Context: an optimization exercise on an open-source flow, tuned for small area and a short achievable clock period. The choices shown serve that exercise and are no tape-out recipe.
RTL that was checked went through simulation tests only; none was proved equivalent to the original.
Only the layout flow was run in run 1; the RTL was not checked for function there.
Power figures rest on the tool's default switching activity, not on a simulated workload.

$ cat design/flow/design.v
`timescale 1ns/1ps
`default_nettype none
package ex_cp0_pkg;
    typedef enum logic [4:0] {
        SYS = 5'd8,
        BP  = 5'd9,
        RI  = 5'd10,
        OV  = 5'd12
    } exc_code_t;
    typedef enum logic [4:0] {
        STATUS = 5'd12,
        CAUSE  = 5'd13,
        EPC    = 5'd14,
        EBASE  = 5'd15
    } cp0_idx_t;
    localparam int STATUS_EXL   = 1;
    localparam int CAUSE_IP_HI  = 15;  
    localparam int CAUSE_IP_LO  = 10;
    localparam int CAUSE_EXC_HI = 6;
    localparam int CAUSE_EXC_LO = 2;
endpackage
`default_nettype wire
`timescale 1ns/1ps
`default_nettype none
package ex_isa_pkg;
    typedef enum logic [5:0] {
        OP_SPECIAL = 6'h00, OP_J     = 6'h02, OP_JAL   = 6'h03, OP_BEQ  = 6'h04,
        OP_BNE     = 6'h05, OP_BLEZ  = 6'h06, OP_BGTZ  = 6'h07, OP_ADDI = 6'h08,
        OP_ADDIU   = 6'h09, OP_SLTI  = 6'h0a, OP_SLTIU = 6'h0b, OP_ANDI = 6'h0c,
        OP_ORI     = 6'h0d, OP_XORI  = 6'h0e, OP_LUI   = 6'h0f, OP_COP0 = 6'h10
    } opcode_t;
    typedef enum logic [5:0] {
        F_SLL     = 6'h00, F_SRL  = 6'h02, F_SRA  = 6'h03, F_SLLV = 6'h04,
        F_SRLV    = 6'h06, F_SRAV = 6'h07, F_JR   = 6'h08, F_JALR = 6'h09,
        F_SYSCALL = 6'h0c, F_BREAK = 6'h0d, F_ADD = 6'h20, F_ADDU = 6'h21,
        F_SUB     = 6'h22, F_SUBU = 6'h23, F_AND  = 6'h24, F_OR   = 6'h25,
        F_XOR     = 6'h26, F_NOR  = 6'h27, F_SLT  = 6'h2a, F_SLTU = 6'h2b
    } funct_t;
    localparam logic [4:0] RS_MF      = 5'b00000;
    localparam logic [4:0] RS_MT      = 5'b00100;
    localparam logic [5:0] ERET_FUNCT = 6'h18;
    typedef enum logic [3:0] {
        ALU, BRANCH, JUMP, JUMP_REG, MFC0, MTC0, ERET, SYSCALL, BREAK, RESERVED
    } instr_class_t;
    typedef enum logic [4:0] {
        ALU_ADD, ALU_ADDU, ALU_SUB, ALU_SUBU, ALU_AND, ALU_OR, ALU_XOR, ALU_NOR,
        ALU_SLL, ALU_SRL, ALU_SRA, ALU_SLLV, ALU_SRLV, ALU_SRAV, ALU_SLT, ALU_SLTU,
        ALU_ADDI, ALU_ADDIU, ALU_ANDI, ALU_ORI, ALU_XORI, ALU_SLTI, ALU_SLTIU, ALU_LUI
    } alu_op_t;
    typedef struct packed {
        logic                reg_write;
        logic [32-1:0] result;
    } wb_t;
    typedef struct packed {
        logic                  redirect;
        logic                  exception;
        logic [32-1:0]   target;
        logic [4:0]            code;
    } redirect_t;
endpackage
`default_nettype wire
`timescale 1ns/1ps
`default_nettype none
module ex_stage (
    input  logic                  clk,
    input  logic                  rst,
    input  logic [32-1:0]   instr_i,
    input  logic [32-1:0]   data_a_i,
    input  logic [32-1:0]   data_b_i,
    input  logic [32-1:0]   npc_i,
    input  logic                  valid_i,
    input  logic [5:0]            ip_i,
    output logic                  out_valid_o,
    output logic                  reg_write_o,
    output logic [32-1:0]   result_o,
    output logic                  redirect_o,
    output logic [32-1:0]   redirect_pc_o,
    output logic                  exception_o,
    output logic [4:0]            exc_code_o
);
    logic [5:0]  op, fn;
    logic [4:0]  rs, rd;
    logic [15:0] imm;
    assign op  = instr_i[31:26];
    assign fn  = instr_i[5:0];
    assign rs  = instr_i[25:21];
    assign rd  = instr_i[15:11];
    assign imm = instr_i[15:0];
    logic sp, i_alu, br, jmp, jreg, cop0, eret, mfc0, mtc0;
    logic sp_alu, sys, brk, rsv, ovf_cand;
    assign sp    = op == 6'h00;
    assign i_alu = op[5:3] == 3'b001;
    assign br    = op[5:2] == 4'b0001;
    assign jmp   = op[5:1] == 5'b00001;
    assign cop0  = op == 6'h10;
    assign eret  = cop0 & instr_i[25] & (fn == 6'h18);
    assign mfc0  = cop0 & (rs == 5'd0);
    assign mtc0  = cop0 & (rs == 5'd4);
    assign jreg  = sp & (fn[5:1] == 5'b00100);
    assign sys   = sp & (fn == 6'h0c);
    assign brk   = sp & (fn == 6'h0d);
    assign sp_alu = sp & ((fn[5:3] == 3'b100) | (fn[5:1] == 5'b10101) |
                          ((fn[5:3] == 3'b000) & (fn[1:0] != 2'b01)));
    assign rsv    = sp ? !(sp_alu | jreg | sys | brk)
                       : !(i_alu | br | jmp | eret | mfc0 | mtc0);
    assign ovf_cand = sp ? ((fn[5:3] == 3'b100) & !fn[2] & !fn[0]) : (op == 6'h08);
    logic [31:0] simm, zimm, bop, bx;
    logic        sub, uns;
    logic [33:0] sum_w;
    logic [31:0] sum;
    logic        cout, ovf, lts, lt, eq, le, taken;
    assign simm = {{16{imm[15]}}, imm};
    assign zimm = {16'd0, imm};
    assign bop  = op[3] ? (op[2] ? zimm : simm) : data_b_i;
    assign sub  = op[3] ? (op[1] & !op[2]) : (op[2] | (fn[1] & !fn[2]));
    assign uns  = op[3] ? op[0] : fn[0];
    assign bx   = bop ^ {32{sub}};
    assign sum_w = {1'b0, data_a_i, 1'b1} + {1'b0, bx, sub};
    assign sum   = sum_w[32:1];
    assign cout  = sum_w[33];
    assign ovf   = ovf_cand & (data_a_i[31] == bx[31]) & (sum[31] != data_a_i[31]);
    assign lts   = (data_a_i[31] ^ bop[31]) ? data_a_i[31] : sum[31];
    assign lt    = uns ? !cout : lts;
    assign eq    = &(data_a_i ^ bx);
    assign le    = lts | eq;
    assign taken = op[1] ? (le ^ op[0]) : (eq ^ op[0]);
    logic [1:0]  lsel;
    logic [31:0] logic_r;
    assign lsel = op[3] ? op[1:0] : fn[1:0];
    logic [31:0] lp, lg;
    assign lp = data_a_i ^ bx;
    assign lg = data_a_i & bx;
    always_comb begin
        case (lsel)
            2'b00:   logic_r = lg;
            2'b01:   logic_r = lp | lg;
            2'b10:   logic_r = lp;
            default: logic_r = op[3] ? {imm, 16'd0} : ~(lp | lg);
        endcase
    end
    logic [4:0]  s;
    logic        right, fill;
    logic [31:0] sx, sz, shift_r, result_fix;
    assign s     = fn[2] ? data_a_i[4:0] : instr_i[10:6];
    assign right = fn[1];
    assign fill  = right & fn[0] & data_b_i[31];
    always_comb begin
        for (int i = 0; i < 32; i++) sx[i] = right ? data_b_i[i] : data_b_i[31 - i];
    end
    assign sz = 32'($signed({fill, sx}) >>> s[2:0]);
    assign shift_r = sz;
    logic [31:0] fix3, fix4;
    logic [29:0] k2;
    logic [31:0] npc_sum;
    assign k2      = br ? {{14{imm[15]}}, imm} : ((jreg | jmp) ? 30'd1 : {30{1'b1}});
    assign npc_sum = {npc_i[31:2] + k2, npc_i[1:0]};
    logic        valid_q, wr_q, redirect_q, exc_q, rev_q, s3_q, s4_q, fill_q;
    logic [31:0] result_q, target_q;
    logic [31:0] status, epc, ebase, cause, cp0_rdata, vector;
    logic [5:0]  cause_ip;
    logic        epc_pend;
    logic [3:0]  cause_exc;    
    assign cause  = {16'd0, cause_ip, 3'd0, 1'b0, cause_exc, 2'd0};
    assign vector = ebase + 32'h00000180;
    always_comb begin
        cp0_rdata = '0;
        if (rd[4:2] == 3'b011) begin
            case (rd[1:0])
                2'b00: cp0_rdata = status;
                2'b01: cp0_rdata = cause;
                2'b10: cp0_rdata = epc;
                2'b11: cp0_rdata = ebase;
            endcase
        end
    end
    logic s1, s0, live, exc, exc_enter, wr, redirect_d, exl;
    assign live      = valid_i & !(s1 | s0);
    assign exc       = sys | brk | rsv | ovf;
    assign exc_enter = live & exc;
    assign exl       = status[1];
    assign wr        = ((i_alu | sp_alu) & !ovf) | (jmp & op[0]) | (jreg & fn[0]) | mfc0;
    assign redirect_d = live & (exc | eret | jmp | jreg | (br & taken));
    always_ff @(posedge clk or negedge rst) begin
        if (!rst) begin
            s1 <= 1'b0;
            s0 <= 1'b0;
        end else begin
            s1 <= redirect_d | (!valid_i & s1);
            s0 <= valid_i ? s1 : s0;
        end
    end
    always_ff @(posedge clk or negedge rst) begin
        if (!rst) begin
            status    <= 32'h0000FA01;
            epc       <= '0;
            ebase     <= 32'h80001000;
            cause_ip  <= '0;
            cause_exc <= '0;
            epc_pend  <= 1'b0;
        end else begin
            cause_ip <= ip_i;
            if (exc_enter)
                cause_exc <= {1'b1, ovf_cand, rsv, brk};
            epc_pend <= exc_enter && !exl;
            if (epc_pend)
                epc <= target_q;
            if (exc_enter && !exl) begin
                status[1] <= 1'b1;
            end else if (live && eret) begin
                status[1] <= 1'b0;
            end else if (live && mtc0) begin
                case (rd)
                    5'd12: status <= data_b_i;
                    5'd14: epc    <= data_b_i;
                    5'd15: ebase  <= data_b_i;
                    default: ;
                endcase
            end
        end
    end
    logic sel_slt, sel_sum, sel_log, sel_sh, sel_link, sel_cp0;
    logic [31:0] result_d, target_d;
    logic sp_wb;
    assign sp_wb    = !op[4] & !op[3] & !op[0];
    assign sel_slt  = op[3] ? (!op[2] & op[1])  : (sp_wb & fn[5] & fn[3]);
    assign sel_sum  = op[3] ? (!op[2] & !op[1]) : (sp_wb & fn[5] & !fn[3] & !fn[2]);
    assign sel_log  = op[3] ? op[2]             : (sp_wb & fn[5] & !fn[3] & fn[2]);
    assign sel_sh   = sp_wb & !fn[5] & !fn[3];
    assign sel_link = !op[4] & !op[3] & (op[0] | (!fn[5] & fn[3]));
    assign sel_cp0  = !op[3] & op[4];
    assign result_d = ({32{sel_sum}}  & sum)
                    | ({32{sel_log}}  & logic_r)
                    | ({32{sel_sh}}   & shift_r)
                    | {31'd0, sel_slt & lt}
                    | ({32{sel_link}} & npc_sum)
                    | ({32{sel_cp0}}  & cp0_rdata);
    always_comb begin
        if (jmp)       target_d = {npc_i[31:28], instr_i[25:0], 2'b00};
        else if (jreg) target_d = data_a_i;
        else if (eret) target_d = {epc[31:2], 2'b00};
        else           target_d = npc_sum;
    end
    always_ff @(posedge clk or negedge rst) begin
        if (!rst) valid_q <= 1'b0;
        else      valid_q <= valid_i;
    end
    always_ff @(posedge clk) begin
        wr_q       <= live & wr;
        rev_q      <= sel_sh & !right;
        s3_q       <= sel_sh & s[3];
        s4_q       <= sel_sh & s[4];
        fill_q     <= fill;
        redirect_q <= redirect_d;
        exc_q      <= exc_enter;
        result_q   <= result_d;
        target_q   <= target_d;
    end
    assign out_valid_o   = valid_q;
    assign reg_write_o   = wr_q;
    assign fix3 = s3_q ? {{8{fill_q}}, result_q[31:8]} : result_q;
    assign fix4 = s4_q ? {{16{fill_q}}, fix3[31:16]} : fix3;
    always_comb begin
        for (int i = 0; i < 32; i++) result_fix[i] = rev_q ? fix4[31 - i] : fix4[i];
    end
    assign result_o      = result_fix;
    assign redirect_o    = redirect_q;
    assign redirect_pc_o = exc_q ? vector : target_q;
    assign exception_o   = exc_q;
    assign exc_code_o    = {1'b0, cause_exc};
endmodule
`default_nettype wire
$ cat design/flow/flow/run.sh
#!/bin/bash
# The standard layout (ORFS make targets, the standard flow's synthesis script) with these changes:
#  - synthesis: no full-adder extraction (ADDER_MAP_FILE empty), Yosys's default
#    Brent-Kung carry map instead of the Kogge-Stone one (SYNTH_OPERATIONS_ARGS set), and
#    ABC mapping with flow/abc_area.script (ORFS's area script with a delay relaxation of 0.5 for
#    area recovery, map -B 0.5 instead of 0.9). It runs from a copy of ORFS's scripts folder that differs
#    only in that file; registers, their names and cell types are the standard synthesis's.
#  - port buffers of the plain buffer cell.
# Each step's full output goes to a log of its own in the work folder.
set -euo pipefail
W=$PWD
rm -rf "$W/orfs_scripts"
cp -r "$FLOW_HOME/scripts" "$W/orfs_scripts"
cp "$W/flow/abc_area.script" "$W/orfs_scripts/abc_area.script"
bash standard.sh SCRIPTS_DIR="$W/orfs_scripts" ADDER_MAP_FILE= SYNTH_OPERATIONS_ARGS=-noshare \
  synth > synth.log 2>&1
bash standard.sh ADDER_MAP_FILE= SYNTH_OPERATIONS_ARGS=-noshare \
  "BUFFER_PORTS_ARGS=-buffer_cell sky130_fd_sc_hd__buf_1" finish > standard.log 2>&1
$ cat design/flow/flow/abc_area.script
strash
dch
map -B 0.5
topo
stime -c
buffer -c
upsize -c
dnsize -c
$ cat design/flow/standard.sh
#!/bin/bash
# synth_recipe.tcl (not shown) runs the flow's synth.tcl, then flattens the netlist and writes it again
# the make line also repeats each setting of config.mk as NAME=value (left out here)
make -C /OpenROAD-flow-scripts/flow DESIGN_CONFIG=/design/flow/config.mk WORK_HOME=/design/flow/orfs CLKGATE_MAP_FILE= SYNTH_SCRIPT=/design/flow/synth_recipe.tcl "${@:-finish}"
$ cat design/flow/config.mk
export PLATFORM = sky130hd
export DESIGN_NAME = ex_stage
export DESIGN_NICKNAME = ex_stage
export VERILOG_FILES = /design/flow/design.v
export SDC_FILE = /design/flow/constraint.sdc
export NUM_CORES = 4
export LEC_CHECK = 0
export ABC_AREA = 1
export CAP_MARGIN = 5
export CORE_MARGIN = 2
export CORE_UTILIZATION = 40
export PLACE_DENSITY = 0.85
export SETUP_SLACK_MARGIN = 3.7
export SLEW_MARGIN = 5
$ cat design/flow/constraint.sdc
create_clock -name core_clock -period 8.0 [get_ports {clk}]
set_input_delay 1.6000 -clock core_clock [delete_from_list [all_inputs] [get_ports {clk}]]
set_output_delay 1.6000 -clock core_clock [all_outputs]
set_load 0.01 [all_outputs]
==> reports/qor.csv, run 1 <==
stage,metric,value,unit
status,status,finished clean,
worst_setup_path,"delay-heaviest family, CP",compound AO/OA/AOI/OAI gates,
synth,Yosys reg bits,181,
sta,Tcrit/Tclk final,53.4,%
place,PortBufs,208,
floorplan,Initial Util,40.7,%
synth,cell area after synthesis,0.0162,mm^2
worst_setup_path,Startpoint Class,primary input,
worst_hold_path,min-delay worst type,flop to flop,
cts,CTS tree,yes,
synth,Post-Syn Nets,2845,
route,via/cell ratio,6.16,
synth,Syn Inst Count,2708,
floorplan,Die Y,206,um
power_and_ir_drop,Peak supply drop,0.137,mV
cells_and_area,share of post-route cells with drive strength above 1,9.55,%
global_route,GRT Total Usage,35.6,%
worst_setup_path,CP endpoint kind,flop,
global_route,first-pass GRT wire length,111,mm
global_route,overflow left after global routing,0,
route,vias,21000,
route,DRT Pass-1 Iters,12,
worst_setup_path,CP cell instances,buf_1 > inv_1 > o21a_1 > a21oi_1 > nand4_1 > nand2_1 > inv_1 > o21bai_1 > a21oi_1 > o21ai_0 > nand2_1 > a221oi_1 > o21ai_0,
cells_and_area,Area Overhead vs Synth,16.1,%
route,WL final,78.3,mm
cts,root buf cell,clkbuf_16,
sta,fmax,234,MHz
power_and_ir_drop,total power draw,0.00291,W
sta,skew final,17.6,ps
flow_run,total of max-cap violations,0,
synth,async set-or-reset flop fraction in the synthesized netlist,60.8,%
cts,CTS Buffer Depth,2,
route,Residual DRC,0,
sta,Hold WS,491,ps
floorplan,# IOs,210,
synth,synth top area cells,"nand2_1 (18%), dfrtp_1 (16%), o21ai_0 (12%)",
route,ANT nets after route,0,
floorplan,core area,0.0399,mm^2
route,DRT iter0 DRCs,3414,
worst_setup_path,Crit. Startpoint,data_b_i[0],
synth,Synth Warn #,1,
worst_setup_path,crit-path max FO,4,
place,Final GP Congestion,1.08,
floorplan,Die W,206,um
floorplan,row cnt,73,
cts,H-tree Lvls,4,
route,DR WL/cell,23.0,um
synth,top-area cell type share of the netlist area,17.6,%
synth,Synth area leader,nand2_1,
cts,clock slew at reported path FFs,70,ps
global_route,number of global-route vias before repair,18600,
synth,Main synth FF type,dfrtp_1,
cells_and_area,Nets,3005,
synth,syn avg cell area,6.00,um^2
worst_setup_path,WS Path Type,primary input to flop,
worst_setup_path,Worst Path Buf+Inv,3,
floorplan,full die area,0.0423,mm^2
global_route,antenna violations before repair,4,
cells_and_area,"most common cell after layout, fill and taps aside",nand2_1,
sta,RSZ-0062 raised after global routing,true,
sta,Final Hold Viols,0,
global_route,largest net degree at the start of global routing,75,
worst_setup_path,crit-path max cell delay,390,ps
worst_setup_path,Worst Path Required,8220,ps
sta,final setup violating endpoints,0,
cts,CTS buffer count,17,
sta,minimum clock period,4270,ps
worst_setup_path,r2r startpoint,epc_pend,
power_and_ir_drop,Leak,8.43,nW
sta,relative slew slack,18.6,%
worst_setup_path,CP max stage cell,o21ai_0,
synth,number of flops mapped to enable cells by yosys,0,
sta,worst slew pin tran,1220,ps
worst_setup_path,Worst EP arrival,4490,ps
cts,clk sink count,181,
power_and_ir_drop,pwr/cell area,155,mW/mm^2
synth,Synth cell types,64,
cts,later-pin clock latency in the skew report,480,ps
sta,final setup TNS,0,ps
place,HPWL after DPL,58.3,mm
sta,Pins Over Slew Limit,0,
cells_and_area,"commonest cells after routing, fill and taps aside","nand2_1 (746), o21ai_0 (393), inv_1 (255), buf_1 (192), a21oi_1 (191)",
synth,"Seq/Total Area, Yosys",25.8,%
worst_hold_path,Min-Delay Startpoint,s1,
-- state kept, by name, indices dropped and copies added (netlist names) --
name and count:
ebase 32, epc 32, result_q 32, status 32
target_q 32, cause_ip 6, cause_exc 4, epc_pend 1
exc_q 1, fill_q 1, redirect_q 1, rev_q 1
s0 1, s1 1, s3_q 1, s4_q 1
valid_q 1, wr_q 1
-- tightest hold or removal path, stage by stage (launching register included) --
cell and delay (ps):
dfrtp_1 350, nand2_1 60, nand2_1 60
-- layer usage --
| layer | up-vias | global-route usage (%) | wire (um) |
|---|---|---|---|
| li1 | 9429 | - | - |
| met1 | 9552 | 44.3 | 28700 |
| met2 | 1616 | 52.2 | 32100 |
| met3 | 394 | 9.36 | 10400 |
| met4 | 2 | 28.0 | 7150 |
| met5 | - | 0 | 16 |
-- kinds of logic (layout without fill, tap and decap cells) --
logic type | after synthesis | after routing | share of synthesized area (%)
AND/OR/NAND/NOR | 1244 | 1250 | 32.4
AO/OA/AOI/OAI | 792 | 792 | 27.5
buffers and inverters | 428 | 595 | 10.8
flip-flops | 181 | 181 | 25.8
XOR/XNOR | 41 | 41 | 2.21
multiplexers | 21 | 21 | 1.30
other | 1 | 5 | 0.0231
-- cell usage after synthesis, drive strengths merged (5+ instances only) --
master   count
nand2      777
o21ai      424
inv        267
a21oi      204
nor2       204
nand3      171
clkbuf     120
dfrtp      101
dfxtp       71
buf         36
a22oi       35
nand4       34
xor2        25
o221ai      23
nand3b      21
mux2i       20
a221oi      16
xnor2       16
nor3        14
o211ai      14
a31oi       11
nor4        10
or2         10
dfstp        9
o2111ai      9
o31ai        9
a22o         6
o22ai        6
clkinv       5
o21bai       5
-- final timing paths --
kind,endpoint,slack (ps),cells after the start
max reg2reg,epc[17],5820,4
max in group asynchronous,ebase[23],5500,2
min,s1,490,2
max,result_q[5],3730,13
min in group asynchronous,cause_ip[5],1120,1
min reg2reg,s1,490,2
-- per-stage QoR --
| step | cells | setup slack, ps | utilization, % | area, um^2 |
|---|---|---|---|---|
| floorplan | 2708 | 4100 | - | 16200 |
| global route | 3406 | 3660 | 47.2 | 18800 |
| CTS | 3368 | 3670 | 45.5 | 18100 |
| finish | 3410 | 3730 | 47.2 | 18900 |
| global placement | 3314 | 2250 | 43.2 | 17200 |
| detailed placement | 3314 | 2100 | 43.2 | 17200 |
-- repair_timing --
action / 4_1_cts / 5_1_grt
resized for setup: 56 / 92
hold buffers: 0 / 0
setup endpoints to repair: 110 / 113
gates cloned: 3 / 5
pin swaps: 14 / 26
buffers inserted: 19 / 33
-- where the power goes --
part | total (W) | leakage [nW] | switching [W] | internal, W
clock | 0.000847 | 0.272 | 0.000425 | 0.000422
sequential | 0.00101 | 1.90 | 0.0000454 | 0.000969
combinational | 0.00105 | 6.25 | 0.000746 | 0.000308
-- area by class of cell --
| cell class | count | area, um^2 |
|---|---|---|
| Antenna cell | 4 | 10.0 |
| Clock buffer | 21 | 460 |
| Clock inverter | 11 | 92.6 |
| Fill cell | 4229 | 21100 |
| Inverter | 272 | 1050 |
| Multi-Input combinational cell | 2105 | 10800 |
| Sequential cell | 181 | 4190 |
| Tap cell | 525 | 657 |
| Timing Repair Buffer | 291 | 1580 |
==> inputs of run 2 (changes only) <==
--- a/design/flow/design.v
+++ b/design/flow/design.v
@@ -125,9 +125,8 @@
     assign le    = lts | eq;
     assign taken = op[1] ? (le ^ op[0]) : (eq ^ op[0]);
     logic [1:0]  lsel;
-    logic [31:0] logic_r;
+    logic [31:0] logic_r, lp, lg;
     assign lsel = op[3] ? op[1:0] : fn[1:0];
-    logic [31:0] lp, lg;
     assign lp = data_a_i ^ bx;
     assign lg = data_a_i & bx;
     always_comb begin
@@ -140,7 +139,7 @@
     end
     logic [4:0]  s;
     logic        right, fill;
-    logic [31:0] sx, sz, shift_r, result_fix;
+    logic [31:0] sx, sz, shift_r, fix3, fix4, result_fix;
     assign s     = fn[2] ? data_a_i[4:0] : instr_i[10:6];
     assign right = fn[1];
     assign fill  = right & fn[0] & data_b_i[31];
@@ -149,7 +148,6 @@
     end
     assign sz = 32'($signed({fill, sx}) >>> s[2:0]);
     assign shift_r = sz;
-    logic [31:0] fix3, fix4;
     logic [29:0] k2;
     logic [31:0] npc_sum;
     assign k2      = br ? {{14{imm[15]}}, imm} : ((jreg | jmp) ? 30'd1 : {30{1'b1}});
@@ -255,13 +253,13 @@
         result_q   <= result_d;
         target_q   <= target_d;
     end
+    assign fix3 = s3_q ? {{8{fill_q}}, result_q[31:8]} : result_q;
+    assign fix4 = s4_q ? {{16{fill_q}}, fix3[31:16]} : fix3;
+    always_comb begin
+        for (int i = 0; i < 32; i++) result_fix[i] = rev_q ? fix4[31 - i] : fix4[i];
+    end
     assign out_valid_o   = valid_q;
     assign reg_write_o   = wr_q;
-    assign fix3 = s3_q ? {{8{fill_q}}, result_q[31:8]} : result_q;
-    assign fix4 = s4_q ? {{16{fill_q}}, fix3[31:16]} : fix3;
-    always_comb begin
-        for (int i = 0; i < 32; i++) result_fix[i] = rev_q ? fix4[31 - i] : fix4[i];
-    end
     assign result_o      = result_fix;
     assign redirect_o    = redirect_q;
     assign redirect_pc_o = exc_q ? vector : target_q;
--- a/design/flow/config.mk
+++ b/design/flow/config.mk
@@ -10,5 +10,5 @@
 export CORE_MARGIN = 2
 export CORE_UTILIZATION = 40
 export PLACE_DENSITY = 0.85
-export SETUP_SLACK_MARGIN = 3.7
+export SETUP_SLACK_MARGIN = 3.8
 export SLEW_MARGIN = 5
==> reports/qor.csv, run 2 <==
stage,metric,value,unit
place,PortBufs,208,
cells_and_area,"most common cell after layout, fill and taps aside",nand2_1,
floorplan,full die area,0.0423,mm^2
cts,CTS tree,yes,
cts,H-tree Lvls,4,
worst_setup_path,Startpoint Class,primary input,
synth,cell area after synthesis,0.0162,mm^2
power_and_ir_drop,combinational group share of total power,36.6,%
power_and_ir_drop,Seq pwr share,34.6,%
synth,async set-or-reset flop fraction in the synthesized netlist,60.8,%
worst_setup_path,worst-case reg-to-reg path depth,4,
place,Final GP Congestion,1.08,
power_and_ir_drop,switch share,41.9,%
synth,Synth cell types,64,
worst_hold_path,Min-Delay Startpoint,status[6],
power_and_ir_drop,Leak,8.53,nW
route,Residual DRC,0,
synth,top-count cell post-synth,nand2_1,
route,via/cell ratio,6.17,
synth,Main synth FF type,dfrtp_1,
sta,fmax,237,MHz
place,HPWL after DPL,58.3,mm
sta,Pins Over Slew Limit,0,
global_route,first-pass GRT wire length,113,mm
cells_and_area,share of post-route cells with drive strength above 1,10.9,%
worst_setup_path,FF-to-FF setup slack,5810,ps
sta,minimum clock period,4210,ps
route,ANT nets after route,0,
synth,Yosys reg bits,181,
power_and_ir_drop,Sw Pwr,0.00123,W
cts,clock slew at reported path FFs,80,ps
synth,Post-Syn Nets,2845,
sta,final setup violating endpoints,0,
worst_setup_path,Reg-to-Reg End,epc[17],
cts,hold_buf cts,0,
synth,Syn Inst Count,2708,
synth,top-area cell type share of the netlist area,17.6,%
worst_setup_path,crit-path max FO,6,
power_and_ir_drop,Peak supply drop,0.138,mV
worst_hold_path,min-delay worst type,flop to flop,
floorplan,# IOs,210,
floorplan,Die Y,206,um
cells_and_area,Area Overhead vs Synth,17.8,%
global_route,GRT Total Usage,36.0,%
worst_setup_path,r2r startpoint,epc_pend,
synth,number of flops mapped to enable cells by yosys,0,
power_and_ir_drop,Clk pwr share,28.8,%
sta,RSZ-0062 raised after global routing,true,
worst_setup_path,Worst EP arrival,4540,ps
cells_and_area,Util after Layout,48.0,%
global_route,overflow left after global routing,0,
cts,later-pin clock latency in the skew report,480,ps
route,vias,21100,
cells_and_area,"commonest cells after routing, fill and taps aside","nand2_1 (729), o21ai_0 (385), inv_1 (255), a21oi_1 (189), buf_1 (189)",
power_and_ir_drop,Pint,0.00171,W
synth,Synth area leader,nand2_1,
worst_hold_path,Worst Hold Depth,2,
cts,CTS Buffer Depth,2,
floorplan,Initial Util,40.7,%
power_and_ir_drop,pwr/cell area,153,mW/mm^2
floorplan,row cnt,73,
sta,skew final,15.3,ps
route,DRT iter0 DRCs,3483,
sta,Tcrit/Tclk final,52.6,%
cts,CTS buffer count,17,
synth,"Seq/Total Area, Yosys",25.8,%
route,DRT Pass-1 Iters,9,
floorplan,Die W,206,um
flow_run,total of max-cap violations,0,
sta,final worst setup slack,3790,ps
sta,relative slew slack,17.2,%
worst_hold_path,Hold EP,status[6],
global_route,number of global-route vias before repair,18800,
sta,final setup TNS,0,ps
worst_setup_path,Worst Path Required,8330,ps
global_route,antenna violations before repair,2,
synth,Synth Warn #,1,
sta,worst slew pin tran,1240,ps
cts,clk sink count,181,
floorplan,core area,0.0399,mm^2
cells_and_area,Nets,3016,
worst_setup_path,CP endpoint kind,flop,
synth,synth top area cells,"nand2_1 (18%), dfrtp_1 (16%), o21ai_0 (12%)",
place,pre-CTS setup slack,2100,ps
global_route,largest net degree at the start of global routing,75,
route,DR WL/cell,23.2,um
cells_and_area,number of diodes,0,
worst_setup_path,WS Path Type,primary input to flop,
sta,Final Hold Viols,0,
cts,root buf cell,clkbuf_16,
synth,syn avg cell area,6.00,um^2
status,status,finished clean,
route,WL final,79.4,mm
synth,"top cells by count, synth","nand2_1 (762), o21ai_0 (404), inv_1 (260)",
run 2: area by class of cell:
class	count	area, um^2
Sequential cell	181	4190
Timing Repair inverter	1	8.76
Inverter	272	1060
Clock buffer	21	460
Multi-Input combinational cell	2109	11000
Timing Repair Buffer	297	1680
Fill cell	4208	20800
Clock inverter	11	92.6
Tap cell	525	657
run 2: worst max-delay path, cell delays in order:
cell and delay, ps:
clkbuf_2 150, nor2_4 180, nand4_1 220, buf_12 210, inv_1 100, nor2_4 50
buf_4 160, nand3_2 90, nand2_2 100, nor2_1 120, nand4_1 90, buf_4 180
a21oi_2 220, nor2_1 140, o21ai_1 220, nand2_1 100, nand3_1 80, nand2_1 90
a21oi_1 290, o21ai_0 160
run 2: metrics by stage:
stage | hold slack (ps) | total power, W | cell area, um^2 | cells
floorplan | 448 | 0.00162 | 16200 | 2708
global placement | 461 | 0.00198 | 17200 | 3314
detailed placement | 470 | 0.00198 | 17200 | 3314
CTS | 489 | 0.00283 | 18300 | 3375
global route | 517 | 0.00305 | 19100 | 3417
finish | 493 | 0.00293 | 19100 | 3417
run 2: repair_timing:
item,in CTS,in global routing
setup endpoints to repair,112,102
gates cloned,6,8
buffers inserted,23,34
gates resized for setup,80,119
pin swaps,18,34
run 2: metal layers:
metal  up-vias  track usage, %  wire [um]
li1       9439               -          -
met1      9656            45.0      29100
met2      1575            52.1      32300
met3       396            9.61      10400
met4         2            29.2       7610
met5         -               0         12
run 2: cells by family (layout without fill, tap and decap cells):
kind of cell	after synthesis	after routing	share of synthesized area, %
simple gates	1244	1254	32.4
compound gates	792	792	27.5
buf+inv	428	602	10.8
flops	181	181	25.8
xor+xnor	41	41	2.21
mux	21	21	1.30
other cells	1	1	0.0231
run 2: power groups by stage:
stage	Sequential (W)	Combinational, W	Clock [W]
after floorplan	0.00101	0.000618	0
after global placement	0.00103	0.000946	0
after detailed placement	0.00103	0.000946	0
after CTS	0.00101	0.000975	0.000839
after global routing	0.00102	0.00115	0.000884
final	0.00101	0.00107	0.000846
run 2: how the worst max path moves through the flow:
stage | from | slack, ps | endpoint | cells after the start
2_1_floorplan | ebase[7] | 4100 | redirect_pc_o[30] | 14
3_3_place_gp | instr_i[2] | 2250 | result_q[26] | 22
3_5_place_dp | instr_i[2] | 2100 | s1 | 21
4_1_cts | ebase[8] | 3730 | redirect_pc_o[30] | 15
5_1_grt | instr_i[31] | 3680 | target_q[21] | 23
6_report | instr_i[31] | 3790 | result_q[17] | 20
==> inputs of run 3 (changes only) <==
--- a/design/flow/config.mk
+++ b/design/flow/config.mk
@@ -9,6 +9,6 @@
 export CAP_MARGIN = 5
 export CORE_MARGIN = 2
 export CORE_UTILIZATION = 40
-export PLACE_DENSITY = 0.85
-export SETUP_SLACK_MARGIN = 3.8
+export PLACE_DENSITY = 0.9
+export SETUP_SLACK_MARGIN = 3.7
 export SLEW_MARGIN = 5
==> reports/qor.csv, run 3 <==
stage,metric,value,unit
worst_setup_path,cell mode on critical path,nand2_1,
cells_and_area,Area Overhead vs Synth,16.0,%
worst_setup_path,"delay-heaviest family, CP",simple AND/OR/NAND/NOR gates,
synth,"Seq/Total Area, Yosys",25.8,%
cts,CTS tree,yes,
power_and_ir_drop,combinational group share of total power,35.5,%
route,DRT Pass-1 Iters,10,
worst_setup_path,WP depth,17,
worst_setup_path,crit-path max FO,21,
power_and_ir_drop,pwr/cell area,158,mW/mm^2
synth,synth top area cells,"nand2_1 (18%), dfrtp_1 (16%), o21ai_0 (12%)",
worst_setup_path,crit-path max cell delay,370,ps
flow_run,total of max-cap violations,0,
global_route,largest net degree at the start of global routing,66,
floorplan,core area,0.0399,mm^2
synth,async set-or-reset flop fraction in the synthesized netlist,60.8,%
global_route,GRT Total Usage,37.1,%
global_route,number of global-route vias before repair,18900,
route,vias,21100,
floorplan,row cnt,73,
sta,Hold WS,489,ps
power_and_ir_drop,Pint,0.00175,W
route,Residual DRC,0,
floorplan,Initial Util,40.7,%
cts,later-pin clock latency in the skew report,470,ps
power_and_ir_drop,Clk pwr share,30.3,%
worst_setup_path,Worst Path Buf+Inv,4,
cells_and_area,"most common cell after layout, fill and taps aside",nand2_1,
worst_setup_path,r2r startpoint,ebase[10],
worst_hold_path,Worst Hold Depth,2,
route,DRT iter0 DRCs,3460,
worst_setup_path,Worst Path Required,8350,ps
power_and_ir_drop,total power draw,0.00298,W
worst_setup_path,CP endpoint,target_q[19],
global_route,first-pass GRT wire length,116,mm
synth,Post-Syn Nets,2845,
floorplan,full die area,0.0423,mm^2
cts,root buf cell,clkbuf_16,
sta,relative slew slack,32.6,%
cells_and_area,Final Cell Area,0.0189,mm^2
synth,Synth area leader,nand2_1,
sta,skew final,10.8,ps
sta,final setup violating endpoints,0,
sta,minimum clock period,4270,ps
sta,final setup TNS,0,ps
synth,Yosys reg bits,181,
synth,top-area cell type share of the netlist area,17.6,%
sta,RSZ-0062 raised after global routing,false,
synth,"top cells by count, synth","nand2_1 (762), o21ai_0 (404), inv_1 (260)",
synth,Synth cell types,64,
sta,Pins Over Slew Limit,0,
global_route,antenna violations before repair,2,
power_and_ir_drop,Peak supply drop,0.112,mV
cells_and_area,"commonest cells after routing, fill and taps aside","nand2_1 (750), o21ai_0 (396), inv_1 (254), a21oi_1 (195), buf_1 (193)",
worst_setup_path,FF-to-FF setup slack,5980,ps
synth,Syn Inst Count,2708,
worst_hold_path,min-delay worst type,flop to flop,
synth,Synth Warn #,1,
floorplan,Die Y,206,um
cts,CTS buffer count,17,
status,status,finished clean,
worst_hold_path,Min-Delay Startpoint,status[3],
power_and_ir_drop,switch share,41.2,%
cts,CTS Buffer Depth,2,
power_and_ir_drop,Leak,8.42,nW
synth,top-count cell post-synth,nand2_1,
sta,fmax,234,MHz
cts,H-tree Lvls,4,
worst_setup_path,CP max stage cell,xnor2_1,
floorplan,# IOs,210,
power_and_ir_drop,Seq pwr share,34.1,%
worst_setup_path,Crit. Startpoint,instr_i[29],
place,Final GP Congestion,1.08,
synth,number of flops mapped to enable cells by yosys,0,
route,DR WL/cell,23.9,um
worst_setup_path,Startpoint Class,primary input,
route,ANT nets after route,0,
sta,Final Hold Viols,0,
sta,worst slew pin tran,1000,ps
global_route,overflow left after global routing,0,
cells_and_area,Nets,3013,
synth,syn avg cell area,6.00,um^2
route,via/cell ratio,6.18,
cells_and_area,FF/Latch Area,0.00419,mm^2
place,"Cell Area, Placed",0.0172,mm^2
sta,Tcrit/Tclk final,53.4,%
worst_setup_path,Worst EP arrival,4610,ps
worst_setup_path,worst-case reg-to-reg path depth,6,
cells_and_area,multi-input logic area,0.0108,mm^2
cells_and_area,Filler Cell Count,4207,
power_and_ir_drop,Sw Pwr,0.00123,W
cts,clk sink count,181,
place,PortBufs,208,
cells_and_area,Util after Layout,47.2,%
synth,Main synth FF type,dfrtp_1,
worst_setup_path,CP cell instances,buf_12 > inv_8 > nand4_1 > buf_4 > buf_12 > nand2_8 > nor2_4 > nand2_1 > nand4_1 > o21ai_0 > a21oi_1 > nand2_4 > nand2_1 > nand2_1 > xnor2_1 > o21ai_0 > a21oi_1,
floorplan,Die W,206,um
cells_and_area,share of post-route cells with drive strength above 1,9.21,%
synth,cell area after synthesis,0.0162,mm^2
route,WL final,81.6,mm
worst_setup_path,CP endpoint kind,flop,
place,HPWL after DPL,60.0,mm
worst_setup_path,Reg-to-Reg End,result_q[10],
worst_setup_path,WS Path Type,primary input to flop,
cts,clock slew at reported path FFs,70,ps
## run 3: cell counts after synthesis
No cell type changed its count.
## run 3: timing repair
action | in CTS | in global routing
setup buffers | 17 | 37
pin swaps | 10 | 23
endpoints found under the setup margin | 111 | 68
cloned | 3 | 9
gates resized for setup | 47 | 82
hold buffers | 0 | 0
## run 3: how the worst min path moves through the flow
stage	end	slack (ps)
floorplan	status[5]	450
global placement	status[28]	470
CTS	status[6]	490
detailed placement	status[6]	470
finish	status[3]	490
global route	status[5]	510
## run 3: metrics by stage
step,worst slack (ps),std cells
6_report,3730,3415
5_1_grt,3650,3414
4_1_cts,3660,3368
3_5_place_dp,2050,3316
3_3_place_gp,2120,3316
2_1_floorplan,4100,2708
## run 3: layout make-up
cell class	count	area share (%)
inverters	272	5.50
clock inverters	12	0.763
flip-flops and latches	181	22.2
well taps	525	3.48
diodes	1	0.0133
multi-input cells	2109	57.2
repair buffers	295	8.46
clock buffers	20	2.37
## run 3: power groups by stage
stage / sequential (W) / combinational [W] / clock, W
global route: 0.00102 / 0.00113 / 0.000930
detailed placement: 0.00103 / 0.000955 / 0
finish: 0.00102 / 0.00106 / 0.000905
global placement: 0.00103 / 0.000957 / 0
CTS: 0.00101 / 0.000971 / 0.000903
floorplan: 0.00101 / 0.000618 / 0
## run 3: metal layers
| metal | GRT usage (%) | share of wire [%] | vias to the layer above |
|---|---|---|---|
| li1 | - | - | 9445 |
| met1 | 47.1 | 36 | 9555 |
| met2 | 54.2 | 40 | 1666 |
| met3 | 9.01 | 14 | 423 |
| met4 | 28.0 | 9.2 | 2 |
| met5 | 0 | 0.015 | - |
## run 3: logic make-up (layout without fill, tap and decap cells)
group | count (synthesis) | after routing | share of synthesized area [%]
multiplexers | 21 | 21 | 1.30
other | 1 | 2 | 0.0231
AO/OA/AOI/OAI | 792 | 793 | 27.5
buffers and inverters | 428 | 599 | 10.8
AND/OR/NAND/NOR | 1244 | 1253 | 32.4
flip-flops | 181 | 181 | 25.8
XOR/XNOR | 41 | 41 | 2.21
## run 3: tightest hold or removal path: stages (launching register included)
cell and delay (ps):
dfrtp_1 350, nand2_1 50, o21ai_0 60
==> inputs of run 4 (changes only) <==
--- a/design/flow/config.mk
+++ b/design/flow/config.mk
@@ -9,6 +9,6 @@
 export CAP_MARGIN = 5
 export CORE_MARGIN = 2
 export CORE_UTILIZATION = 40
-export PLACE_DENSITY = 0.9
+export PLACE_DENSITY = 0.85
 export SETUP_SLACK_MARGIN = 3.7
 export SLEW_MARGIN = 5
==> reports/qor.csv, run 4 <==
stage,metric,value,unit
worst_setup_path,crit-path max FO,4,
synth,Synth area leader,nand2_1,
synth,syn avg cell area,6.00,um^2
synth,Synth cell types,64,
worst_setup_path,CP endpoint kind,flop,
power_and_ir_drop,Pint,0.00170,W
cts,root buf cell,clkbuf_16,
worst_setup_path,WS Path Type,primary input to flop,
synth,async set-or-reset flop fraction in the synthesized netlist,60.8,%
place,PortBufs,208,
sta,Final Hold Viols,0,
route,Residual DRC,0,
sta,Pins Over Slew Limit,0,
place,pre-CTS setup slack,2100,ps
floorplan,# IOs,210,
cts,clk sink count,181,
sta,worst slew pin tran,1220,ps
worst_setup_path,Worst EP arrival,4490,ps
synth,"top cells by count, synth","nand2_1 (762), o21ai_0 (404), inv_1 (260)",
synth,"Seq/Total Area, Yosys",25.8,%
global_route,GRT Total Usage,35.6,%
worst_hold_path,min-delay worst type,flop to flop,
synth,largest family of logic cells by synthesized area,simple AND/OR/NAND/NOR gates,
cts,later-pin clock latency in the skew report,480,ps
worst_setup_path,WP depth,13,
floorplan,Initial Util,40.7,%
cts,CTS buffer count,17,
route,ANT nets after route,0,
global_route,first-pass GRT wire length,111,mm
sta,minimum clock period,4270,ps
sta,RSZ-0062 raised after global routing,true,
power_and_ir_drop,Clk pwr share,29.1,%
synth,compound-cell area share of the yosys netlist,27.5,%
worst_setup_path,CP cell instances,buf_1 > inv_1 > o21a_1 > a21oi_1 > nand4_1 > nand2_1 > inv_1 > o21bai_1 > a21oi_1 > o21ai_0 > nand2_1 > a221oi_1 > o21ai_0,
cts,CTS tree,yes,
sta,relative slew slack,18.6,%
sta,Tcrit/Tclk final,53.4,%
sta,fmax,234,MHz
global_route,largest net degree at the start of global routing,75,
worst_setup_path,worst-case reg-to-reg path depth,4,
global_route,antenna violations before repair,4,
worst_setup_path,Crit. Startpoint,data_b_i[0],
cells_and_area,"most common cell after layout, fill and taps aside",nand2_1,
cts,H-tree Lvls,4,
worst_setup_path,Worst Path Required,8220,ps
worst_setup_path,r2r startpoint,epc_pend,
power_and_ir_drop,pwr/cell area,155,mW/mm^2
status,status,finished clean,
power_and_ir_drop,total power draw,0.00291,W
floorplan,row cnt,73,
worst_setup_path,CP endpoint,result_q[5],
synth,Synth Warn #,1,
synth,Main synth FF type,dfrtp_1,
synth,top-count cell post-synth,nand2_1,
synth,Syn Inst Count,2708,
floorplan,Die W,206,um
worst_setup_path,"delay-heaviest family, CP",compound AO/OA/AOI/OAI gates,
synth,mux share of post-synthesis cell area,1.30,%
cells_and_area,Area Overhead vs Synth,16.1,%
route,DR WL/cell,23.0,um
worst_setup_path,Worst Path Buf+Inv,3,
cells_and_area,Filler Cell Count,4229,
synth,synth top area cells,"nand2_1 (18%), dfrtp_1 (16%), o21ai_0 (12%)",
sta,final setup TNS,0,ps
route,WL final,78.3,mm
worst_hold_path,Worst Hold Depth,2,
cells_and_area,Final Cell Area,0.0189,mm^2
floorplan,Die Y,206,um
worst_setup_path,FF-to-FF setup slack,5820,ps
cells_and_area,multi-input logic area,0.0108,mm^2
synth,Post-Synth Adder-Cell Area,0,%
floorplan,full die area,0.0423,mm^2
power_and_ir_drop,switch share,41.7,%
power_and_ir_drop,Sw Pwr,0.00122,W
floorplan,core area,0.0399,mm^2
route,via/cell ratio,6.16,
cells_and_area,Nets,3005,
synth,top-area cell type share of the netlist area,17.6,%
cells_and_area,"commonest cells after routing, fill and taps aside","nand2_1 (746), o21ai_0 (393), inv_1 (255), buf_1 (192), a21oi_1 (191)",
flow_run,total of max-cap violations,0,
cells_and_area,FF/Latch Area,0.00419,mm^2
power_and_ir_drop,combinational group share of total power,36.1,%
power_and_ir_drop,Seq pwr share,34.8,%
power_and_ir_drop,Leak,8.43,nW
sta,skew final,17.6,ps
cts,CTS Buffer Depth,2,
place,"Cell Area, Placed",0.0172,mm^2
synth,Synth Area in XOR/XNOR,2.21,%
synth,simple-gate share of the synthesized area,32.4,%
global_route,number of global-route vias before repair,18600,
route,DRT iter0 DRCs,3414,
global_route,overflow left after global routing,0,
route,DRT Pass-1 Iters,12,
power_and_ir_drop,Peak supply drop,0.137,mV
worst_setup_path,crit-path max cell delay,390,ps
synth,cell area after synthesis,0.0162,mm^2
worst_setup_path,CP max stage cell,o21ai_0,
synth,Post-Syn Nets,2845,
worst_setup_path,Reg-to-Reg End,epc[17],
cts,hold_buf cts,0,
sta,Hold WS,491,ps
synth,number of flops mapped to enable cells by yosys,0,
synth,Yosys reg bits,181,
place,HPWL after DPL,58.3,mm
sta,final setup violating endpoints,0,
cells_and_area,share of post-route cells with drive strength above 1,9.55,%
worst_setup_path,Startpoint Class,primary input,
route,vias,21000,
cts,clock slew at reported path FFs,70,ps
place,Final GP Congestion,1.08,
sta,final worst setup slack,3730,ps
[run 4: cell counts after synthesis]
No cell type changed its count.
[run 4: final cells by class]
class                      count  share of cell area (%)
multi-input combinational   2105                    57.4
sequential                   181                    22.2
timing repair buffer         291                    8.39
inverter                     272                    5.57
tap                          525                    3.48
clock buffer                  21                    2.44
clock inverter                11                   0.491
antenna                        4                  0.0531
[run 4: worst reg2reg max path, cell delays in order, from the launching register on]
cell and delay [ps]:
dfrtp_1 340, buf_4 370, clkinv_1 790, o21ai_0 400, o21ai_0 130
[run 4: per-stage QoR]
stage / std cells / util, %
after floorplan: 2708 / -
after global placement: 3314 / 43.2
after detailed placement: 3314 / 43.2
after CTS: 3368 / 45.5
after global routing: 3406 / 47.2
final: 3410 / 47.2
[run 4: worst min-delay path by stage]
stage	startpoint	to	slack [ps]
after floorplan	status[5]	status[5]	450
after global placement	status[5]	status[5]	460
after detailed placement	s1	s1	470
after CTS	s1	s1	490
after global routing	status[2]	status[2]	520
final	s1	s1	490
[run 4: power by group through the flow]
stage / registers (W) / logic (W) / clock network, W
global route: 0.00102 / 0.00113 / 0.000883
global placement: 0.00103 / 0.000946 / 0
detailed placement: 0.00103 / 0.000946 / 0
floorplan: 0.00101 / 0.000618 / 0
CTS: 0.00101 / 0.000965 / 0.000839
finish: 0.00101 / 0.00105 / 0.000847
[run 4: cell families after synthesis]
| kind of cell | after synthesis |
|---|---|
| muxes | 21 |
| buffers and inverters | 428 |
| and+or+nand+nor | 1244 |
| other | 1 |
| xor gates and xnor gates | 41 |
| DFF | 181 |
| AOI/OAI and AO/OA | 792 |
[run 4: routing by layer]
metal	track usage (%)	vias up	wire length, um
li1	-	9429	-
met1	44.3	9552	28700
met2	52.2	1616	32100
met3	9.36	394	10400
met4	28.0	2	7150
met5	0	-	16
[run 4: repair_timing]
action / CTS / global route
gates cloned: 3 / 5
buffers inserted: 19 / 33
setup endpoints to repair: 110 / 113
pin swaps: 14 / 26
gates resized for setup: 56 / 92
==> inputs of run 5 (changes only) <==
--- a/design/flow/flow/run.sh
+++ b/design/flow/flow/run.sh
@@ -2,8 +2,8 @@
 # The standard layout (ORFS make targets, the standard flow's synthesis script) with these changes:
 #  - synthesis: no full-adder extraction (ADDER_MAP_FILE empty), Yosys's default
 #    Brent-Kung carry map instead of the Kogge-Stone one (SYNTH_OPERATIONS_ARGS set), and
-#    ABC mapping with flow/abc_area.script (ORFS's area script with a delay relaxation of 0.5 for
-#    area recovery, map -B 0.5 instead of 0.9). It runs from a copy of ORFS's scripts folder that differs
+#    ABC mapping with flow/abc_area.script (ORFS's area script with area-only mapping, map -a, in place of
+#    map -B 0.9). It runs from a copy of ORFS's scripts folder that differs
 #    only in that file; registers, their names and cell types are the standard synthesis's.
 #  - port buffers of the plain buffer cell.
 # Each step's full output goes to a log of its own in the work folder.
==> design/flow/flow/abc_area.script (replaced) <==
strash
dch
map -a
topo
stime -c
buffer -c
upsize -c
dnsize -c
==> reports/qor.csv, run 5 <==
stage,metric,value,unit
status,status,finished clean,
cts,later-pin clock latency in the skew report,480,ps
cts,clk sink count,181,
power_and_ir_drop,combinational group share of total power,42.8,%
synth,syn avg cell area,6.29,um^2
synth,"top cells by count, synth","nand2_1 (400), nor2_1 (351), o21ai_0 (327)",
worst_setup_path,CP endpoint kind,output port,
place,Final GP Congestion,1.06,
global_route,first-pass GRT wire length,112,mm
synth,cell area after synthesis,0.0155,mm^2
power_and_ir_drop,switch share,43.0,%
power_and_ir_drop,Clk pwr share,25.1,%
synth,"Seq/Total Area, Yosys",27.0,%
sta,RSZ-0062 raised after global routing,true,
worst_setup_path,WS Path Type,flop to output port,
floorplan,Initial Util,40.3,%
worst_hold_path,min-delay worst type,flop to flop,
power_and_ir_drop,Leak,9.44,nW
power_and_ir_drop,Sw Pwr,0.00155,W
synth,Synth area leader,dfrtp_1,
global_route,overflow left after global routing,0,
sta,Pins Over Slew Limit,0,
route,ANT nets after route,0,
sta,final setup violating endpoints,0,
cts,H-tree Lvls,4,
cts,CTS Buffer Depth,2,
sta,relative slew slack,19.5,%
cts,root buf cell,clkbuf_16,
cells_and_area,Area Overhead vs Synth,37.4,%
worst_setup_path,cell mode on critical path,buf_6,
worst_setup_path,CP max stage cell,dfrtp_1,
synth,top-area cell type share of the netlist area,16.3,%
global_route,largest net degree at the start of global routing,69,
synth,Synth Warn #,1,
route,DR WL/cell,23.6,um
route,DRT Pass-1 Iters,9,
cells_and_area,number of diodes,0,
floorplan,full die area,0.0403,mm^2
route,vias,20400,
cells_and_area,"most common cell after layout, fill and taps aside",nand2_1,
cells_and_area,"commonest cells after routing, fill and taps aside","nand2_1 (358), o21ai_0 (288), nor2_1 (286), inv_1 (263), a21oi_1 (241)",
worst_setup_path,Startpoint Class,flop,
cells_and_area,Filler Cell Count,3653,
sta,Tcrit/Tclk final,67.8,%
floorplan,row cnt,72,
power_and_ir_drop,Pint,0.00206,W
flow_run,total of max-cap violations,0,
cts,clock slew at reported path FFs,80,ps
route,DRT iter0 DRCs,2795,
power_and_ir_drop,total power draw,0.00361,W
synth,Post-Syn Nets,2600,
synth,async set-or-reset flop fraction in the synthesized netlist,60.8,%
worst_setup_path,crit-path max FO,2,
synth,number of flops mapped to enable cells by yosys,0,
power_and_ir_drop,Peak supply drop,0.178,mV
sta,minimum clock period,5420,ps
cts,hold_buf cts,0,
sta,Final Hold Viols,0,
worst_setup_path,crit-path max cell delay,410,ps
floorplan,# IOs,210,
route,WL final,78.9,mm
sta,final setup TNS,0,ps
synth,Main synth FF type,dfrtp_1,
synth,synth top area cells,"dfrtp_1 (16%), o21ai_0 (11%), nand2_1 (9.7%)",
sta,skew final,10.9,ps
synth,top-count cell post-synth,nand2_1,
route,Residual DRC,0,
synth,Syn Inst Count,2463,
floorplan,Die Y,201,um
floorplan,core area,0.0385,mm^2
global_route,GRT Total Usage,37.0,%
cells_and_area,Nets,2947,
global_route,antenna violations before repair,1,
worst_setup_path,Worst EP arrival,3820,ps
worst_setup_path,Worst Path Required,6400,ps
synth,Yosys reg bits,181,
cts,CTS buffer count,17,
power_and_ir_drop,pwr/cell area,170,mW/mm^2
cts,CTS tree,yes,
synth,Synth cell types,69,
cells_and_area,share of post-route cells with drive strength above 1,24.0,%
place,PortBufs,208,
global_route,number of global-route vias before repair,18700,
power_and_ir_drop,Seq pwr share,32.1,%
sta,worst slew pin tran,1210,ps
route,via/cell ratio,6.09,
floorplan,Die W,201,um
place,HPWL after DPL,55.1,mm
sta,fmax,184,MHz
-- run 5: stage by stage --
stage / setup WS, ps / std cells / hold WS (ps) / utilization [%] / cell area (um^2)
finish: 2580 / 3341 / 491 / 55.3 / 21300
global route: 2460 / 3341 / 510 / 55.3 / 21300
CTS: 2480 / 3276 / 488 / 51.3 / 19700
detailed placement: 1720 / 3077 / 469 / 43.5 / 16700
global placement: 1780 / 3077 / 462 / 43.5 / 16700
floorplan: 3140 / 2463 / 448 / - / 15700
-- run 5: kinds of logic after synthesis --
family          Yosys count  synth area share [%]
fa+ha+maj                 1                0.0646
buf+inv                 454                  11.5
flops                   181                  27.0
other cells               1                0.0242
xor+xnor                 76                  4.30
mux                      38                  2.46
simple gates            880                  23.6
compound gates          832                  31.1
-- run 5: final timing paths --
path	startpoint	to	slack [ps]	cells after the start
worst min-delay path	status[29]	status[29]	490	2
max in group asynchronous	rst	epc_pend	5510	2
worst max register to register	s1	ebase[22]	5290	6
worst max-delay path	ebase[7]	redirect_pc_o[15]	2580	29
worst min register to register	status[29]	status[29]	490	2
min in group asynchronous	rst	epc[5]	1150	1
-- run 5: worst max-delay path: cells and delay by family, from the launching register on --
kind / cells / cell delay (ps)
flops: 1 / 410
simple gates: 9 / 900
buf+inv: 20 / 2010
-- run 5: layout make-up --
cell class              instances  area [um^2]  area share (%)
inverters                     313         1240            5.84
clock inverters                15          184           0.864
repair inverters                3         22.5           0.106
repair buffers                466         3390            15.9
well taps                     518          648            3.04
multi-input cells            1828        11200            52.5
clock buffers                  17          425            2.00
flip-flops and latches        181         4190            19.7
-- run 5: repair_timing --
item	in CTS	in global routing
pin swaps	79	124
hold endpoints to repair	0	0
gates cloned	8	1
buffers inserted	159	64
endpoints found under the setup margin	114	102
resized for setup	242	272
-- run 5: power by group through the flow --
| stage | clock (W) | combinational (W) | sequential, W |
|---|---|---|---|
| after floorplan | 0 | 0.000819 | 0.00112 |
| after global placement | 0 | 0.00118 | 0.00116 |
| after detailed placement | 0 | 0.00119 | 0.00117 |
| after CTS | 0.000909 | 0.00136 | 0.00115 |
| after global routing | 0.000945 | 0.00165 | 0.00117 |
| final | 0.000909 | 0.00155 | 0.00116 |
-- run 5: per-layer routing --
metal  wire length [um]  vias up  global-route usage [%]
li1                   -     8965                       -
met1              28200     9386                    46.0
met2              33300     1579                    54.7
met3               9750      425                    8.44
met4               7750        2                    30.3
met5                 10        -                       0

afterwards: timing with drivers on the ports:
Ports are ideal in the flow. The routed layouts listed here were re-timed in OpenROAD. Step 1 sets driving cells, clkbuf_16 on the clock port and buf_2 on the other inputs (assumed; they add their load-dependent delay and slew). Step 2 times the ports against the registers' clock, not the clock port: input delays grow and output delays shrink by t, the midpoint of the rising clock arrivals with the driver on. a / b / c = no drivers / after step 1 / after step 2; a / b = the first two.
run	t (ns)	slack for setup (ns)	worst hold slack (ns)	worst slew at a driven data input, ns
run 1	0.518	3.729 / 3.754 / 3.236	0.491 / 0.491 / 0.491	0.06
run 2	0.528	3.788 / 3.745 / 3.241	0.493 / 0.493 / 0.493	0.09
run 3	0.514	3.731 / 3.711 / 3.197	0.489 / 0.489 / 0.489	0.07
run 4	0.518	3.729 / 3.754 / 3.236	0.491 / 0.491 / 0.491	0.06
run 5	0.526	2.577 / 2.524 / 2.465	0.491 / 0.491 / 0.491	0.08
After both steps every run listed still meets setup and hold. The setup slack of run 2, which loses most, moves by -0.043 ns with the drivers and by -0.547 ns with both steps.
